From an optimization exercise on the open Yosys and OpenROAD flow, aimed at small area and a short achievable clock period; shortcuts taken in it are not production practice.
Only simulation tests tie the RTL to the original design; equivalence was not proved.
Power and IR drop assume default switching activity.

==> cedar: inputs <==
// apb_acc_top
module apb_acc_top (
  input  wire logic         i_clk,
  input  wire logic         i_reset,
  input  wire logic [11:0]  i_paddr,
  input  wire logic [31:0]  i_pwdata,
  input  wire logic         i_pwrite,
  input  wire logic         i_psel,
  input  wire logic         i_penable,
  output logic      [31:0]  o_prdata,
  output logic              o_pready,
  output logic              o_pslverr
);
clock: 7.0 ns
lec_check: 0
cap_margin: 20
core_margin: 2
core_utilization: 40
cts_buf_list: sky130_fd_sc_hd__clkbuf_4 sky130_fd_sc_hd__clkbuf_8
setup_slack_margin: 4.2
slew_margin: 20
synth_hierarchical: 1
tns_end_percent: 100
run.sh (not shown) runs the stock make flow with config.mk's settings and CLKGATE_MAP_FILE= SYNTH_SCRIPT=/design/flow/synth_recipe.tcl, a recipe that flattens the netlist after the stock synthesis.
==> harbor: changes against cedar <==
Settings changed: TNS_END_PERCENT 100 to 20.
==> qor summary <==
Leakage power of the design: harbor 21.5 nW; cedar 21.7 nW
Maximum number of pins on one net before global-route repair: harbor 102; cedar 104
Worst-Skew Late Latency: harbor 860 ps; cedar 870 ps
Share of cells above drive strength 1: harbor 24.3%; cedar 28.4%
Worst path setup slack after routing: harbor 3920 ps; cedar 3950 ps
# diodes: harbor 2; cedar 1
Global-route wire length before repair: harbor 215,000 µm; cedar 220,000 µm
Run status: harbor complete, no violations; cedar complete, no violations
Met3 capacity usage during global routing: harbor 6.07%; cedar 5.54%
Worst clock skew: harbor 58.5 ps; cedar 62.6 ps
Overall power consumption: harbor 13.4 mW; cedar 13.5 mW
Proportion of cell area occupied by multi-input gates: harbor 43.1%; cedar 43.3%
Cts repair resizes: harbor 231; cedar 410
Length in cells of the worst reg-to-reg path: harbor 7; cedar 6
Total Nets Final: harbor 4,264; cedar 4,289
Proportion of power drawn by the clock network: harbor 38.6%; cedar 39.3%
Final-layout clock buffer total: harbor 237; cedar 233
Fraction of the cycle the final worst path needs: harbor 44.0%; cedar 43.6%
Total non-filler cell area in the finished layout: harbor 55,800 µm²; cedar 56,600 µm²
Final wirelength: harbor 149,000 µm; cedar 153,000 µm
Worst path depth: harbor 7; cedar 6
Final clock-cell share: harbor 5.99%; cedar 6.11%
First element of the critical path: harbor u_filter.fb_en; cedar u_filter.r1_10_0


==> inputs of job 4658 <==
apb_acc_top, a different RTL version from the one above (not shown whole).
// apb_acc_top
module apb_acc_top (
  input  wire logic         i_clk,
  input  wire logic         i_reset,
  input  wire logic [11:0]  i_paddr,
  input  wire logic [31:0]  i_pwdata,
  input  wire logic         i_pwrite,
  input  wire logic         i_psel,
  input  wire logic         i_penable,
  output logic      [31:0]  o_prdata,
  output logic              o_pready,
  output logic              o_pslverr
);
==> module result_fifo, before the edit <==
module result_fifo (
  input  wire logic         i_clk,
  input  wire logic         i_reset,
  input  wire logic         i_push,
  input  wire logic [26:0]  i_data,
  input  wire logic         i_pop,
  input  wire logic         i_clear,
  input  wire logic         i_en,
  output logic      [31:0]  o_head_n,     
  output logic              o_bypass,     
  output logic      [2:0]   o_status_n    
);
  logic [26:0] mem [16];
  logic [3:0]  wr_ptr;
  logic [3:0]  rd_ptr;
  logic        empty_q;
  logic        full_q;
  logic        overflow_q;
  logic        do_push;
  logic        do_pop;
  logic        empty_n;
  logic        full_n;
  logic        ovf_n;
  assign do_push = i_push & i_en & ~full_q & ~i_clear;
  assign do_pop  = i_pop & ~empty_q & ~i_clear;
  assign ovf_n   = ~i_clear & (overflow_q | (i_push & i_en & full_q));
  always_comb
  begin
    empty_n = empty_q;
    full_n  = full_q;
    if (i_clear)
    begin
      empty_n = 1'b1;
      full_n  = 1'b0;
    end
    else if (do_push & ~do_pop)
    begin
      empty_n = 1'b0;
      full_n  = (wr_ptr + 4'd1 == rd_ptr);
    end
    else if (do_pop & ~do_push)
    begin
      empty_n = (rd_ptr + 4'd1 == wr_ptr);
      full_n  = 1'b0;
    end
  end
  always_ff @(posedge i_clk or posedge i_reset)
  begin
    if (i_reset)
    begin
      wr_ptr     <= '0;
      rd_ptr     <= '0;
      empty_q    <= 1'b1;
      full_q     <= 1'b0;
      overflow_q <= 1'b0;
    end
    else
    begin
      empty_q    <= empty_n;
      full_q     <= full_n;
      overflow_q <= ovf_n;
      if (i_clear)
      begin
        wr_ptr <= '0;
        rd_ptr <= '0;
      end
      else
      begin
        if (do_push)
          wr_ptr <= wr_ptr + 4'd1;
        if (do_pop)
          rd_ptr <= rd_ptr + 4'd1;
      end
    end
  end
  always_ff @(posedge i_clk)
  begin
    if (do_push)
      mem[wr_ptr] <= i_data;
  end
  logic [26:0] h;
  assign h = mem[rd_ptr];
  always_comb
  begin
    if (i_clear)
      o_head_n = '0;
    else if (!empty_q)
      o_head_n = {{5{h[26]}}, h};
    else
      o_head_n = '0;
  end
  assign o_bypass = empty_q & do_push;
  assign o_status_n = {ovf_n, full_n, empty_n};
endmodule
==> flow/config.mk <==
export PLATFORM = sky130hd
export DESIGN_NAME = apb_acc_top
export DESIGN_NICKNAME = apb_acc_top
export VERILOG_FILES = /design/flow/design.v
export SDC_FILE = /design/flow/constraint.sdc
export NUM_CORES = 4
export LEC_CHECK = 0
export CAP_MARGIN = 20
export CORE_MARGIN = 2
export CORE_UTILIZATION = 40
export CTS_BUF_LIST = sky130_fd_sc_hd__clkbuf_4 sky130_fd_sc_hd__clkbuf_8
export PLACE_DENSITY = 0.7
export SETUP_SLACK_MARGIN = 4.2
export SLEW_MARGIN = 20
export SYNTH_HIERARCHICAL = 1
export TNS_END_PERCENT = 20
==> flow/constraint.sdc <==
create_clock -name core_clock -period 7.0 [get_ports {i_clk}]
set_input_delay 1.4000 -clock core_clock [delete_from_list [all_inputs] [get_ports {i_clk}]]
set_output_delay 1.4000 -clock core_clock [all_outputs]
set_load 0.01 [all_outputs]
==> inputs of job 800, as changes to job 4658 <==
--- a/flow/design.v
+++ b/flow/design.v
@@ -2048,3 +2048,3 @@
 );
-  logic [26:0] mem [16];
+  logic [25:0] mem [16];
   logic [3:0]  wr_ptr;
@@ -2114,6 +2114,8 @@
     if (do_push)
-      mem[wr_ptr] <= i_data;
+      mem[wr_ptr] <= i_data[25:0];
   end
-  logic [26:0] h;
-  assign h = mem[rd_ptr];
+  logic [25:0] h;
+  logic        h_neg;
+  assign h     = mem[rd_ptr];
+  assign h_neg = h[25] & (h[24:0] != '0);
   always_comb
@@ -2123,3 +2125,3 @@
     else if (!empty_q)
-      o_head_n = {{5{h[26]}}, h};
+      o_head_n = {{6{h_neg}}, h};
     else
==> inputs of job 5559, as changes to job 4658 <==
--- a/flow/config.mk
+++ b/flow/config.mk
@@ -11,3 +11,2 @@
 export CTS_BUF_LIST = sky130_fd_sc_hd__clkbuf_4 sky130_fd_sc_hd__clkbuf_8
-export PLACE_DENSITY = 0.7
 export SETUP_SLACK_MARGIN = 4.2
==> run summary <==
The run finished with no timing, DRC or antenna violations. The first-pass detailed-route iteration total is 6. The maximum fanout along the worst path is 33. The end of the critical path is u_regs.rd_q[7]$_DFF_P_. The initial antenna violation count is 9.
the above is filed under job 4658

==> run summary <==
The run finished with no timing, DRC or antenna violations. The first-pass detailed-route iteration total is 6. Following the worst setup path forward leads to its endpoint at u_filter.r1_11_8$_DFF_P_. The total count of hold-check failures in the final report was 0. The maximum fanout along the worst path is 12. The initial antenna violation count is 7.
the above is filed under job 5559

==> run summary <==
The run finished with no timing, DRC or antenna violations. The most critical setup path has its endpoint at u_regs.rd_q[26]$_DFF_P_. Along the worst path, the maximum fanout reaches 7. The initial antenna violation count is 5. For this run, the detailed router's first-pass iteration total came to 9.
the above is filed under job 800



==> job 4076 <==
RTL: one of the versions met above, not the one the previous note started from.
Design apb_acc_top, start of the top module:
module apb_acc_top (
  input  wire logic         i_clk,
  input  wire logic         i_reset,
  input  wire logic [11:0]  i_paddr,
  input  wire logic [31:0]  i_pwdata,
  input  wire logic         i_pwrite,
  input  wire logic         i_psel,
  input  wire logic         i_penable,
  output logic      [31:0]  o_prdata,
  output logic              o_pready,
  output logic              o_pslverr
);
Settings: LEC_CHECK=0, CAP_MARGIN=20, CORE_MARGIN=2, CORE_UTILIZATION=40, CTS_BUF_LIST=sky130_fd_sc_hd__clkbuf_4 sky130_fd_sc_hd__clkbuf_8, PLACE_DENSITY=0.7, SETUP_SLACK_MARGIN=4.3, SLEW_MARGIN=20, SYNTH_HIERARCHICAL=1, TNS_END_PERCENT=20; clock period 7.0 ns.
==> job 3966: changes against job 4076 <==
PLACE_DENSITY = unset   (was 0.7)
SETUP_SLACK_MARGIN = 4.2   (was 4.3)
==> comparison <==
In die area, job 4076 and job 3966 do not differ.
Combinational power is about the same in job 4076 and job 3966.
In job 4076 the worst hold slack is lower than in job 3966, by 0.0019 ns.
Against job 4076, the core utilization of job 3966 is lower by 0.65 points.
Total power: job 4076 is smaller than job 3966 (about 2.1%).
In sequential power, job 3966 and job 4076 hardly differ.
In job 3966 the critical path depth is lower than in job 4076, by 12.


==> inputs of branch onyx <==
Starting RTL as in the previous note.
Settings: LEC_CHECK=0, CAP_MARGIN=20, CORE_MARGIN=2, CORE_UTILIZATION=40, CTS_BUF_LIST=sky130_fd_sc_hd__clkbuf_4 sky130_fd_sc_hd__clkbuf_8, SETUP_SLACK_MARGIN=4.1, SLEW_MARGIN=20, SYNTH_HIERARCHICAL=1, TNS_END_PERCENT=20; clock period 7.0 ns.
==> inputs of branch lagoon, as changes to branch onyx <==
PLACE_DENSITY = 0.8   (was default)
SETUP_SLACK_MARGIN = 4.2   (was 4.1)
==> inputs of branch willow, as changes to branch onyx <==
CORE_UTILIZATION = 50   (was 40)
SETUP_SLACK_MARGIN = 4.2   (was 4.1)
==> run summary <==
Of branch lagoon and branch onyx, branch onyx has the higher cell count (gap 0.26%, measured against branch onyx). Of branch lagoon and branch onyx, branch lagoon has the higher combinational power (gap 17%, measured against branch onyx). Area after synthesis is the same in branch willow and branch lagoon. Between branch willow and branch onyx, the lower utilization is in branch onyx (gap 12 points). Count of clock-buffer cells in the layout: branch lagoon < branch onyx < branch willow. Of branch lagoon and branch willow, branch willow has the higher worst hold slack (gap 0.00091 ns). In synthesized cell count, branch willow and branch onyx do not differ. Between branch lagoon and branch willow, the lower die area is in branch willow (gap about 25%, measured against branch willow). Branch lagoon finished with timing, DRC and antenna clean. Branch willow finished clean. Branch onyx finished clean.

-- afterwards: timing with drivers on the ports --
The results above use ideal ports. As a check the final layouts listed here were re-extracted and re-timed, cells and wires unchanged. Step 1 assumes that a clkbuf_16 drives the clock port and a buf_2 every other input. Step 2 moves the port delays by t, midway between the first and last clock arrival at a register: inputs arrive t later, outputs are due t later. That takes back most of the time a late clock gives input paths. Slacks: ideal / step 1 / step 2; pairs: ideal / step 1.
| run | shift t [ns] | setup slack, ns | worst hold slack (ns) | latest minus earliest clock arrival (ns) | pins driven straight from the clock port |
|---|---|---|---|---|---|
| cedar | 0.910 | 3.946 / 3.946 / 3.291 | 0.325 / 0.325 / 0.325 | 0.065 / 0.064 | 1 |
| harbor | 0.907 | 3.920 / 3.920 / 3.184 | 0.325 / 0.325 / 0.325 | 0.059 / 0.058 | 1 |
| job 4658 | 0.897 | 4.087 / 4.072 / 3.240 | 0.312 / 0.312 / 0.312 | 0.075 / 0.075 | 1 |
| job 800 | 0.917 | 4.049 / 4.049 / 3.261 | 0.326 / 0.326 / 0.326 | 0.050 / 0.050 | 1 |
| job 5559 | 0.935 | 4.076 / 4.059 / 3.137 | 0.329 / 0.329 / 0.329 | 0.065 / 0.065 | 1 |
| job 4076 | 0.915 | 4.084 / 4.084 / 3.307 | 0.326 / 0.326 / 0.326 | 0.052 / 0.052 | 1 |
| job 3966 | 0.907 | 4.113 / 4.039 / 3.273 | 0.327 / 0.327 / 0.327 | 0.063 / 0.063 | 1 |
| branch onyx | 0.905 | 3.956 / 3.968 / 3.106 | 0.327 / 0.327 / 0.327 | 0.051 / 0.051 | 1 |
| branch lagoon | 0.927 | 4.032 / 4.052 / 3.145 | 0.327 / 0.327 / 0.327 | 0.057 / 0.057 | 1 |
| branch willow | 0.910 | 4.060 / 4.026 / 3.203 | 0.328 / 0.328 / 0.328 | 0.057 / 0.057 | 1 |
After both steps every run listed still meets setup and hold. The setup slack of job 5559, which loses most, moves by -0.017 ns with the drivers and by -0.939 ns with both steps.
